This design comes from an exercise in tuning for small area on the open sky130 flow, not from production work.
The RTL was checked by simulation tests, not by an equivalence proof against the original design.
Power is estimated from default activity; no workload was simulated. The clock port is modelled as an ideal driver; clocking choices that lean on that would not hold on a real chip.

==> flow/design.v <==
`default_nettype none
package rv_pkg;
    localparam int XLEN       = 32;
    localparam int REG_ADDR_W = 5;
    localparam int SLICE = 4;
    localparam int NPH   = XLEN / SLICE;
    localparam int PH_W  = 3;
    localparam logic [6:0] OPC_OP_IMM = 7'b0010011;
    localparam logic [6:0] OPC_STORE  = 7'b0100011;
    localparam logic [6:0] OPC_LOAD   = 7'b0000011;
    localparam logic [6:0] OPC_LUI    = 7'b0110111;
    localparam logic [6:0] OPC_AUIPC  = 7'b0010111;
    localparam logic [6:0] OPC_JAL    = 7'b1101111;
    localparam logic [6:0] OPC_JALR   = 7'b1100111;
    localparam logic [2:0] F3_ADDI = 3'b000;
    localparam logic [2:0] F3_SW   = 3'b010;
    localparam logic [2:0] F3_LW   = 3'b010;
    localparam logic [2:0] F3_JALR = 3'b000;
    localparam logic [7:0] WMASK_WORD = 8'b0000_1111;
endpackage
`default_nettype wire
`timescale 1ns/1ps
`default_nettype none
import rv_pkg::*;
module rv_pc_reg
(
    input  wire logic            clk_i,
    input  wire logic            load_i,
    input  wire logic [XLEN-1:0] addr_next_i,
    output logic      [XLEN-1:0] addr_o
);
    always_ff @(posedge clk_i) begin
        if (load_i) begin
            addr_o <= addr_next_i;
        end
    end
endmodule
`default_nettype wire
`timescale 1ns/1ps
`default_nettype none
import rv_pkg::*;
module rv_idu
(
    input  wire logic [XLEN-1:0] inst_i,
    input  wire logic [PH_W-1:0] ph_i,
    output logic                 addi_o,
    output logic                 lui_o,
    output logic                 auipc_o,
    output logic                 jal_o,
    output logic                 jalr_o,
    output logic                 lw_o,
    output logic                 sw_o,
    output logic    [SLICE-1:0]  imm_slice_o
);
    logic [6:0]      opcode;
    logic [2:0]      funct3;
    assign opcode = inst_i[6:0];
    assign funct3 = inst_i[14:12];
    assign addi_o  = (opcode == OPC_OP_IMM) && (funct3 == F3_ADDI);
    assign lui_o   = (opcode == OPC_LUI);
    assign auipc_o = (opcode == OPC_AUIPC);
    assign jal_o   = (opcode == OPC_JAL);
    assign jalr_o  = (opcode == OPC_JALR) && (funct3 == F3_JALR);
    assign lw_o    = (opcode == OPC_LOAD) && (funct3 == F3_LW);
    assign sw_o    = (opcode == OPC_STORE) && (funct3 == F3_SW);
    logic            fmt_s;
    logic            fmt_u;
    logic            fmt_j;
    logic [SLICE-1:0] sgn;
    assign fmt_s = sw_o;
    assign fmt_u = lui_o | auipc_o;
    assign fmt_j = jal_o;
    assign sgn   = {SLICE{inst_i[31]}};
    always_comb begin
        case (ph_i)
            3'd0: imm_slice_o = fmt_u ? '0 : fmt_s ? inst_i[10:7] :
                                fmt_j ? {inst_i[23:21], 1'b0} : inst_i[23:20];
            3'd1: imm_slice_o = fmt_u ? '0 : fmt_s ? {inst_i[27:25], inst_i[11]} : inst_i[27:24];
            3'd2: imm_slice_o = fmt_u ? '0 : fmt_j ? {inst_i[20], inst_i[30:28]} : inst_i[31:28];
            3'd3: imm_slice_o = (fmt_u | fmt_j) ? inst_i[15:12] : sgn;
            3'd4: imm_slice_o = (fmt_u | fmt_j) ? inst_i[19:16] : sgn;
            3'd5: imm_slice_o = fmt_u ? inst_i[23:20] : sgn;
            3'd6: imm_slice_o = fmt_u ? inst_i[27:24] : sgn;
            default: imm_slice_o = fmt_u ? inst_i[31:28] : sgn;
        endcase
    end
endmodule
`default_nettype wire
`timescale 1ns/1ps
`default_nettype none
import rv_pkg::*;
module rv_regfile
(
    input  wire logic                  clk_i,
    input  wire logic                  clr_i,
    input  wire logic [REG_ADDR_W-1:0] raddr_i,
    output logic      [SLICE-1:0]      rdata_o,
    input  wire logic                  wen_i,
    input  wire logic [REG_ADDR_W-1:0] waddr_i,
    input  wire logic [SLICE-1:0]      wdata_i
);
    localparam int NUM_REGS = 2 ** REG_ADDR_W;
    logic [SLICE-1:0] slice [NUM_REGS];
    assign slice[0] = '0;
    for (genvar r = 1; r < NUM_REGS; r++) begin : g_reg
        logic [XLEN-1:0] q;
        logic            we;
        assign we = clr_i | (wen_i & (waddr_i == REG_ADDR_W'(r)));
        always_ff @(posedge clk_i) begin
            q <= {we ? wdata_i : q[SLICE-1:0], q[XLEN-1:SLICE]};
        end
        assign slice[r] = q[SLICE-1:0];
    end
    assign rdata_o = slice[raddr_i];
endmodule
`default_nettype wire
`timescale 1ns/1ps
`default_nettype none
import rv_pkg::*;
module rv_exu
(
    input  wire logic             clk_i,
    input  wire logic             first_i,
    input  wire logic [SLICE-1:0] a_i,
    input  wire logic [SLICE-1:0] b_i,
    input  wire logic [SLICE-1:0] pc_i,
    output logic      [SLICE-1:0] sum_o,
    output logic      [SLICE-1:0] link_o
);
    logic cy_q;
    logic lcy_q;
    logic cy;
    logic lcy;
    assign {cy, sum_o}   = a_i + b_i + SLICE'(first_i ? 1'b0 : cy_q);
    assign {lcy, link_o} = pc_i + (first_i ? SLICE'(4) : SLICE'(lcy_q));
    always_ff @(posedge clk_i) begin
        cy_q  <= cy;
        lcy_q <= lcy;
    end
endmodule
`default_nettype wire
`timescale 1ns/1ps
`default_nettype none
import rv_pkg::*;
module rv_core_top
(
    input  wire logic            clk_i,
    input  wire logic            rst_n_i,
    output logic      [XLEN-1:0] inst_addr_o,
    input  wire logic [XLEN-1:0] inst_i,
    output logic                 mem_wen_o,
    output logic      [XLEN-1:0] mem_waddr_o,
    output logic      [XLEN-1:0] mem_wdata_o,
    output logic      [7:0]      mem_wmask_o,
    output logic      [XLEN-1:0] mem_raddr_o,
    input  wire logic [XLEN-1:0] mem_rdata_i
);
    logic [PH_W-1:0]  ph_q;
    logic             clr_q;
    logic             lw2_q;
    logic             sw2_q;
    logic             p1;
    logic             first;
    logic             last;
    logic             addi, lui, auipc, jal, jalr, lw, sw;
    logic [SLICE-1:0] imm_slice;
    logic [SLICE-1:0] rs_slice;
    logic [SLICE-1:0] ld_slice;
    logic [SLICE-1:0] op1;
    logic [SLICE-1:0] sum;
    logic [SLICE-1:0] link;
    logic [XLEN-1:0]  addr;
    logic [REG_ADDR_W-1:0] fld_q;
    logic [REG_ADDR_W-1:0] rf_raddr;
    logic [REG_ADDR_W-1:0] rf_waddr;
    logic             rf_wen;
    logic [SLICE-1:0] rf_wdata;
    logic [XLEN-1:0]  x_q;
    logic [XLEN-1:0]  x_next;
    logic [SLICE-1:0] x_in;
    logic [XLEN-1:0]  y_q;
    logic [SLICE-1:0] y_in;
    assign first = (ph_q == '0);
    assign last  = (ph_q == PH_W'(NPH - 1));
    assign p1    = ~clr_q & ~lw2_q & ~sw2_q;
    always_ff @(posedge clk_i or negedge rst_n_i) begin
        if (!rst_n_i) begin
            ph_q  <= '0;
            clr_q <= 1'b1;
            lw2_q <= 1'b0;
            sw2_q <= 1'b0;
        end else begin
            ph_q  <= ph_q + 1'b1;
            if (last) begin
                clr_q <= 1'b0;
                lw2_q <= p1 & lw;
                sw2_q <= p1 & sw;
            end
        end
    end
    always_ff @(posedge clk_i) begin
        if (p1) begin
            fld_q <= sw ? inst_i[24:20] : inst_i[11:7];
        end
    end
    rv_idu i_rv_idu (
        .inst_i      (inst_i),
        .ph_i        (ph_q),
        .addi_o      (addi),
        .lui_o       (lui),
        .auipc_o     (auipc),
        .jal_o       (jal),
        .jalr_o      (jalr),
        .lw_o        (lw),
        .sw_o        (sw),
        .imm_slice_o (imm_slice)
    );
    assign rf_raddr = sw2_q ? fld_q : inst_i[19:15];
    assign rf_waddr = lw2_q ? fld_q : inst_i[11:7];
    rv_regfile i_rv_regfile (
        .clk_i    (clk_i),
        .clr_i    (clr_q),
        .raddr_i  (rf_raddr),
        .rdata_o  (rs_slice),
        .wen_i    (rf_wen),
        .waddr_i  (rf_waddr),
        .wdata_i  (rf_wdata)
    );
    rv_pc_reg i_rv_pc_reg (
        .clk_i       (clk_i),
        .load_i      (last),
        .addr_next_i (x_next),
        .addr_o      (addr)
    );
    assign op1 = lui ? '0 : ((auipc | jal) ? x_q[SLICE-1:0] : rs_slice);
    rv_exu i_rv_exu (
        .clk_i   (clk_i),
        .first_i (first),
        .a_i     (op1),
        .b_i     (imm_slice),
        .pc_i    (x_q[SLICE-1:0]),
        .sum_o   (sum),
        .link_o  (link)
    );
    assign rf_wen   = lw2_q | (p1 & (addi | lui | auipc | jal | jalr));
    assign ld_slice = mem_rdata_i[ph_q*SLICE +: SLICE];
    always_comb begin
        if (clr_q) begin
            rf_wdata = '0;
        end else if (lw2_q) begin
            rf_wdata = ld_slice;
        end else if (jal | jalr) begin
            rf_wdata = link;
        end else begin
            rf_wdata = sum;
        end
    end
    always_comb begin
        if (clr_q) begin
            x_in = '0;
        end else if (lw2_q | sw2_q) begin
            x_in = y_q[SLICE-1:0];
        end else if (jal | jalr | lw | sw) begin
            x_in = {sum[SLICE-1:1], sum[0] & ~(jalr & first)};
        end else begin
            x_in = link;
        end
    end
    assign x_next = {x_in, x_q[XLEN-1:SLICE]};
    assign y_in   = sw2_q ? rs_slice : link;
    always_ff @(posedge clk_i) begin
        x_q <= x_next;
        y_q <= {y_in, y_q[XLEN-1:SLICE]};
    end
    assign inst_addr_o = addr;
    assign mem_raddr_o = addr;
    assign mem_waddr_o = addr;
    assign mem_wdata_o = {rs_slice, y_q[XLEN-1:SLICE]};
    assign mem_wmask_o = WMASK_WORD;
    assign mem_wen_o   = sw2_q & last;
endmodule
`default_nettype wire
clock: 13.0 ns
lec_check: 0
cap_margin: 20
core_margin: 2
core_utilization: 60
slew_margin: 20
standard.sh (not shown) runs the stock make flow with config.mk's settings and CLKGATE_MAP_FILE= SYNTH_SCRIPT=/design/flow/synth_recipe.tcl, a recipe that flattens the netlist after the stock synthesis.
==> flow/flow/run.sh <==
#!/bin/bash
# Own layout flow: the standard ORFS flow (bash standard.sh) with
#  - an area-oriented ABC mapping script (a private copy of the ORFS scripts
#    folder in which only abc_area.script differs, used with ABC_AREA=1),
#  - port buffers of the smallest buffer cell,
#  - a clock tree of larger sink clusters and no dummy loads.
# Each tool's output goes to a log file in the work folder.
set -euo pipefail
rm -rf scripts
cp -r "$FLOW_HOME/scripts" scripts
printf '%s\n' strash '&get -n' '&st' '&dch' '&nf -R 1000' '&st' '&dch' '&nf -R 1000' '&put' \
    > scripts/abc_area.script
CTS="-sink_clustering_enable -repair_clock_nets -dont_use_dummy_load"
CTS="$CTS -buf_list sky130_fd_sc_hd__clkbuf_16 -sink_clustering_size 36 -sink_clustering_max_diameter 90"
bash standard.sh \
    "SCRIPTS_DIR=$PWD/scripts" \
    "ABC_AREA=1" \
    "BUFFER_PORTS_ARGS=-buffer_cell sky130_fd_sc_hd__buf_1" \
    "CTS_ARGS=$CTS" \
    finish > standard.log 2>&1
Change:
--- a/flow/design.v
+++ b/flow/design.v
@@ -70,20 +70,43 @@
     assign fmt_s = sw_o;
     assign fmt_u = lui_o | auipc_o;
     assign fmt_j = jal_o;
     assign sgn   = {SLICE{inst_i[31]}};
+    logic p0, p1, p2, p3, p4, p5, p6, p7;
+    logic sel_a, sel_b, sel_c, sel_d, sel_e, sel_sg, sel_s0, sel_s1;
+    logic [SLICE-1:0] fld_s1;
+    assign p0 = (ph_i == 3'd0);
+    assign p1 = (ph_i == 3'd1);
+    assign p2 = (ph_i == 3'd2);
+    assign p3 = (ph_i == 3'd3);
+    assign p4 = (ph_i == 3'd4);
+    assign p5 = (ph_i == 3'd5);
+    assign p6 = (ph_i == 3'd6);
+    assign p7 = (ph_i == 3'd7);
+    assign sel_a  = (p0 & ~fmt_u & ~fmt_s) | (p5 & fmt_u);
+    assign sel_b  = (p1 & ~fmt_u & ~fmt_s) | (p6 & fmt_u);
+    assign sel_c  = (p2 & ~fmt_u) | (p7 & fmt_u);
+    assign sel_d  = p3 & (fmt_u | fmt_j);
+    assign sel_e  = p4 & (fmt_u | fmt_j);
+    assign sel_sg = (~fmt_u & ~fmt_j & (p3 | p4 | p5 | p6 | p7)) | (fmt_j & (p5 | p6 | p7));
+    assign sel_s0 = p0 & fmt_s;
+    assign sel_s1 = p1 & fmt_s;
+    assign fld_s1 = {inst_i[27:25], inst_i[11]};
     always_comb begin
-        case (ph_i)
-            3'd0: imm_slice_o = fmt_u ? '0 : fmt_s ? inst_i[10:7] :
-                                fmt_j ? {inst_i[23:21], 1'b0} : inst_i[23:20];
-            3'd1: imm_slice_o = fmt_u ? '0 : fmt_s ? {inst_i[27:25], inst_i[11]} : inst_i[27:24];
-            3'd2: imm_slice_o = fmt_u ? '0 : fmt_j ? {inst_i[20], inst_i[30:28]} : inst_i[31:28];
-            3'd3: imm_slice_o = (fmt_u | fmt_j) ? inst_i[15:12] : sgn;
-            3'd4: imm_slice_o = (fmt_u | fmt_j) ? inst_i[19:16] : sgn;
-            3'd5: imm_slice_o = fmt_u ? inst_i[23:20] : sgn;
-            3'd6: imm_slice_o = fmt_u ? inst_i[27:24] : sgn;
-            default: imm_slice_o = fmt_u ? inst_i[31:28] : sgn;
-        endcase
+        imm_slice_o = ({SLICE{sel_a}}  & inst_i[23:20])
+                    | ({SLICE{sel_b}}  & inst_i[27:24])
+                    | ({SLICE{sel_c}}  & inst_i[31:28])
+                    | ({SLICE{sel_d}}  & inst_i[15:12])
+                    | ({SLICE{sel_e}}  & inst_i[19:16])
+                    | ({SLICE{sel_sg}} & sgn)
+                    | ({SLICE{sel_s0}} & inst_i[10:7])
+                    | ({SLICE{sel_s1}} & fld_s1);
+        if (fmt_j & p0) begin
+            imm_slice_o[0] = 1'b0;
+        end
+        if (fmt_j & p2) begin
+            imm_slice_o[3] = inst_i[20];
+        end
     end
 endmodule
 `default_nettype wire
 `timescale 1ns/1ps
@@ -101,12 +124,20 @@
 );
     localparam int NUM_REGS = 2 ** REG_ADDR_W;
     logic [SLICE-1:0] slice [NUM_REGS];
     assign slice[0] = '0;
+    logic [3:0] dec_lo;
+    logic [7:0] dec_hi;
+    for (genvar i = 0; i < 4; i++) begin : g_dlo
+        assign dec_lo[i] = clr_i | (wen_i & (waddr_i[1:0] == 2'(i)));
+    end
+    for (genvar j = 0; j < 8; j++) begin : g_dhi
+        assign dec_hi[j] = clr_i | (waddr_i[4:2] == 3'(j));
+    end
     for (genvar r = 1; r < NUM_REGS; r++) begin : g_reg
         logic [XLEN-1:0] q;
         logic            we;
-        assign we = clr_i | (wen_i & (waddr_i == REG_ADDR_W'(r)));
+        assign we = dec_lo[r % 4] & dec_hi[r / 4];
         always_ff @(posedge clk_i) begin
             q <= {we ? wdata_i : q[SLICE-1:0], q[XLEN-1:SLICE]};
         end
         assign slice[r] = q[SLICE-1:0];
Effect: Non-clock buffer count does not change. Final area decreases by 1.1%. Clock power hardly moves. Final cell count goes down by 2.8%. Total power rose by 0.70%. Combinational power went up by 8.3%. Worst setup slack got worse by 0.021 ns. Die area shrinks by 1.1%. Synthesized area fell by 1.1%. Flip-flop and latch count stays the same. First-iteration DRC count went down by 15%. Core utilization drops by 0.43 points. Critical path depth grows by 2. Global-route usage goes up by 1.4 points.

-- separate check: timing with driven ports --
In the flow no input, the clock included, has a driving cell. The finished layouts below were timed again as built, in two steps. Step 1 assumes that a clkbuf_16 drives the clock port and a buf_2 every other input. Step 2 adds t to the input delays and takes it off the output delays; t is the mean of the earliest and latest rising clock arrival at the registers after step 1. Input paths then give back, and output paths get back, about the clock's delay inside the block. a / b / c = no drivers / after step 1 / after step 2; a / b = the first two.
run | t, ns | setup WS [ns] | worst hold slack (ns)
the first run | 0.619 | 5.259 / 5.187 / 5.187 | 0.273 / 0.273 / 0.273
the second run | 0.624 | 5.238 / 5.206 / 5.206 | 0.302 / 0.302 / 0.302
After both steps setup and hold are still met in every run listed. For the first run, which loses most, drivers alone change the setup slack by -0.072 ns; drivers and shift together by -0.072 ns.
